This is an optimization exercise on Yosys and OpenROAD, whose aim is small area, a short achievable clock period and few clock cycles per item, not a production implementation.
In this exercise RTL edits were held to simulation tests only and were not proved equivalent to the original.
No activity file was given, so power comes from the tool's default toggle rates.

// fft_top
module fft_top
(
    input  logic                clk,
    input  logic                rst_n,
    input  logic                in_valid_i,
    input  logic [23:0]         din_i,
    output logic                in_ready_o,
    input  logic                credit_i,
    output logic                out_valid_o,
    output logic [31:0]         dout_o
);
For scale: ~4800 cells after synthesis, about 1300 flip-flops, ~62 I/O pins.
Settings: LEC_CHECK=0, CAP_MARGIN=50, CORE_MARGIN=2, CORE_UTILIZATION=60, SLEW_MARGIN=60; clock period 12.0 ns.
run.sh (not shown) runs the stock make flow with config.mk's settings and CLKGATE_MAP_FILE= SYNTH_SCRIPT=/design/flow/synth_recipe.tcl, a recipe that flattens the netlist after the stock synthesis.
The first run completed with no timing, DRC or antenna violations.
Testbench counts at the start, summed over its fixed seeds: cycles 3,246, frames 192.
Change:
--- a/flow/design.v
+++ b/flow/design.v
@@ -62,32 +62,30 @@
 module cos_mult
 #(
     parameter int W = 14
 )
 (
     input  logic [W-1:0] t,
     input  logic         on,
     input  logic         c22,
     input  logic         c45,
     output logic [W-1:0] p
 );
-    logic [W-1:0] t2, t4, t6, x1, x2, x3, s1, c1, s2, c2;
+    logic [W-1:0] t2, t4, t6, x1, x2, x3;
     assign t2 = {{2{t[W-1]}}, t[W-1:2]};
     assign t4 = {{4{t[W-1]}}, t[W-1:4]};
     assign t6 = {{6{t[W-1]}}, t[W-1:6]};
     assign x1 = on  ? ~t4 : '0;
     assign x2 = c45 ? ~t2 : '0;
     assign x3 = c45 ? t6 : (c22 ? ~t6 : '0);
-    csa_row #(.W(W)) u_r1 (.a(t),  .b(x1), .c(x2), .cin(on),   .s(s1), .co(c1));
-    csa_row #(.W(W)) u_r2 (.a(s1), .b(c1), .c(x3), .cin(1'b0), .s(s2), .co(c2));
-    add_bk  #(.W(W)) u_add (.a(s2), .b(c2), .ci(on), .s(p));
+    assign p = t + x1 + x2 + x3 + {{(W-2){1'b0}}, on, 1'b0};
 endmodule
 module sin_mult
 #(
     parameter int W = 14
 )
 (
     input  logic [W-1:0] t,
     output logic [W-1:0] s
 );
     logic [W-1:0] t1, t3;
     assign t1 = {t[W-1], t[W-1:1]};
@@ -99,31 +97,30 @@
     parameter int W = 14
 )
 (
     input  logic [W-1:0] al,
     input  logic [W-1:0] be,
     input  logic [W-1:0] ga,
     input  logic [W-1:0] de,
     input  logic         m2,
     output logic [W-1:0] yr,
     output logic [W-1:0] yi
 );
-    logic [W-1:0] ua, ub, va, vb, k, s1, c1;
+    logic [W-1:0] ua, ub, va, vb, k;
     assign ua = m2 ? ga  : al;
     assign ub = m2 ? ~de : be;
-    add_bk #(.W(W)) u_r (.a(ua), .b(ub), .ci(m2), .s(yr));
+    assign yr = ua + ub + {{(W-1){1'b0}}, m2};
     assign va = m2 ? ~al : ga;
     assign vb = m2 ? ~be : ~de;
     assign k  = {{(W-2){1'b0}}, m2, !m2};
-    csa_row #(.W(W)) u_k (.a(va), .b(vb), .c(k), .cin(1'b0), .s(s1), .co(c1));
-    add_bk  #(.W(W)) u_i (.a(s1), .b(c1), .ci(1'b0), .s(yi));
+    assign yi = va + vb + k;
 endmodule
 module fft_top
 (
     input  logic                clk,
     input  logic                rst_n,
     input  logic                in_valid_i,
     input  logic [23:0]         din_i,
     output logic                in_ready_o,
     input  logic                credit_i,
     output logic                out_valid_o,
     output logic [31:0]         dout_o
@@ -131,46 +128,47 @@
     localparam int SK = fft_pkg::SKID_DEPTH;
     logic        adv;            
     logic [3:0]  pp;             
     logic [2:0]  fv;             
     logic [2:0]  cc;             
     logic        cr;             
     logic [5:0]  st;             
     logic        vb;             
     logic        ov;             
     logic        ir;             
     logic [3:0]  sb;             
+    logic        sbz;            
     logic [3:0]  pp_n, sb_n;
     logic [2:0]  fv_n, cc_n;
     logic [5:0]  st_n;
     logic        vb_n, adv_n;
     logic        h3, h2, h1, r1, h0, ca, cb;
     logic [3:0]  pp7_n, pp2_n, pp15_n, pp14_n;
     logic [23:0] din_q;
     logic        dv_q;
     logic [23:0] sk [SK];
     logic        push, pop;
     logic [23:0] xin;
     logic        xv;
     always_ff @(posedge clk)
         din_q <= din_i;
-    assign push = dv_q && (!adv || (sb != 4'd0));
-    assign pop  = adv && (sb != 4'd0);
+    assign push = dv_q && (!adv || !sbz);
+    assign pop  = adv && !sbz;
     always_ff @(posedge clk)
     begin
         sk[0] <= push ? din_q : sk[SK-1];
         for (int i = 1; i < SK; i++)
             sk[i] <= sk[i-1];
     end
-    assign xin = (sb != 4'd0) ? sk[SK-1] : din_q;
-    assign xv  = (sb != 4'd0) || dv_q;
+    assign xin = sbz ? din_q : sk[SK-1];
+    assign xv  = !sbz || dv_q;
     logic [27:0] l3_0;
     logic [59:0] l3_1;           
     logic [27:0] l3 [2:7];
     logic [2:0]  tg3, tg3_n;     
     logic [2:0]  m3a, m3c;       
     logic [2:0]  m3_n;
     logic [2:0]  k3r, k3i_b;
     logic [13:0] p3r, p3i, s3r, s3i;
     logic [13:0] al3, be3, ga3, de3, y3r, y3i;
     logic [12:0] x3r, x3i, a3r, a3i, sum3r, sum3i, dif3r, dif3i;
     logic [27:0] l3_in, o3, p3;
@@ -382,36 +380,38 @@
             h0 <= pp15_n[0];
             ca <= pp14_n[3] && !pp14_n[0];
             cb <= pp7_n[2] && !pp7_n[1];
         end
     end
     always_ff @(posedge clk or negedge rst_n)
     begin
         if (!rst_n)
         begin
             dv_q <= 1'b0;
             sb   <= '0;
+            sbz  <= 1'b1;
             pp   <= '0;
             fv   <= '0;
             cc   <= '0;
             cr   <= 1'b0;
             st   <= '0;
             adv  <= 1'b1;
             vb   <= 1'b0;
             ov   <= 1'b0;
             ir   <= 1'b0;
         end
         else
         begin
             dv_q <= in_valid_i;
             sb   <= sb_n;
+            sbz  <= (sb_n == 4'd0);
             pp   <= pp_n;
             fv   <= fv_n;
             cc   <= cc_n;
             cr   <= credit_i;
             st   <= st_n;
             adv  <= adv_n;
             vb   <= vb_n;
             ov   <= vb_n && adv_n;
             ir   <= adv_n && (pp_n == 4'd15) && (sb_n == 4'd0)
                     && ((cc_n >= 3'(fft_pkg::CREDIT_MAX - 1)) || (fv_n[1:0] == 2'b00));
         end
What happened: The changed run passed the timing, design-rule and antenna checks. Non-clock buffer count rose by 3. Count of clock-buffer cells in the layout fell by 25. Hold slack is worse by 0.011 ns. Worst setup slack is better by 0.52 ns. Global-route usage fell by 0.85 points. Maximum frequency rose by about 12%. Combinational power fell by about 30%. Utilization fell by 0.16 points. Critical path depth fell by 1. Power fell by 3.2%.
Testbench counts after the change, summed over its fixed seeds: cycles 3,246, frames 192.

-- port drivers added, routing unchanged --
How much do the figures lean on ideal ports? The routed layouts below were timed once more, with nothing changed but the port constraints. Step 1 assumes that a clkbuf_16 drives the clock port and a buf_2 every other input. Step 2 times the ports against the registers' clock, not the clock port: input delays grow and output delays shrink by t, the midpoint of the rising clock arrivals with the driver on. Three values: ideal ports, drivers, drivers and shift; two values: the first two.
run | shift t [ns] | setup slack, ns | worst slew at a driven data input, ns
the first run | 0.792 | 7.263 / 7.263 / 7.263 | 0.05
the second run | 0.764 | 7.784 / 7.784 / 7.784 | 0.07
After both steps every run listed still meets setup and hold.
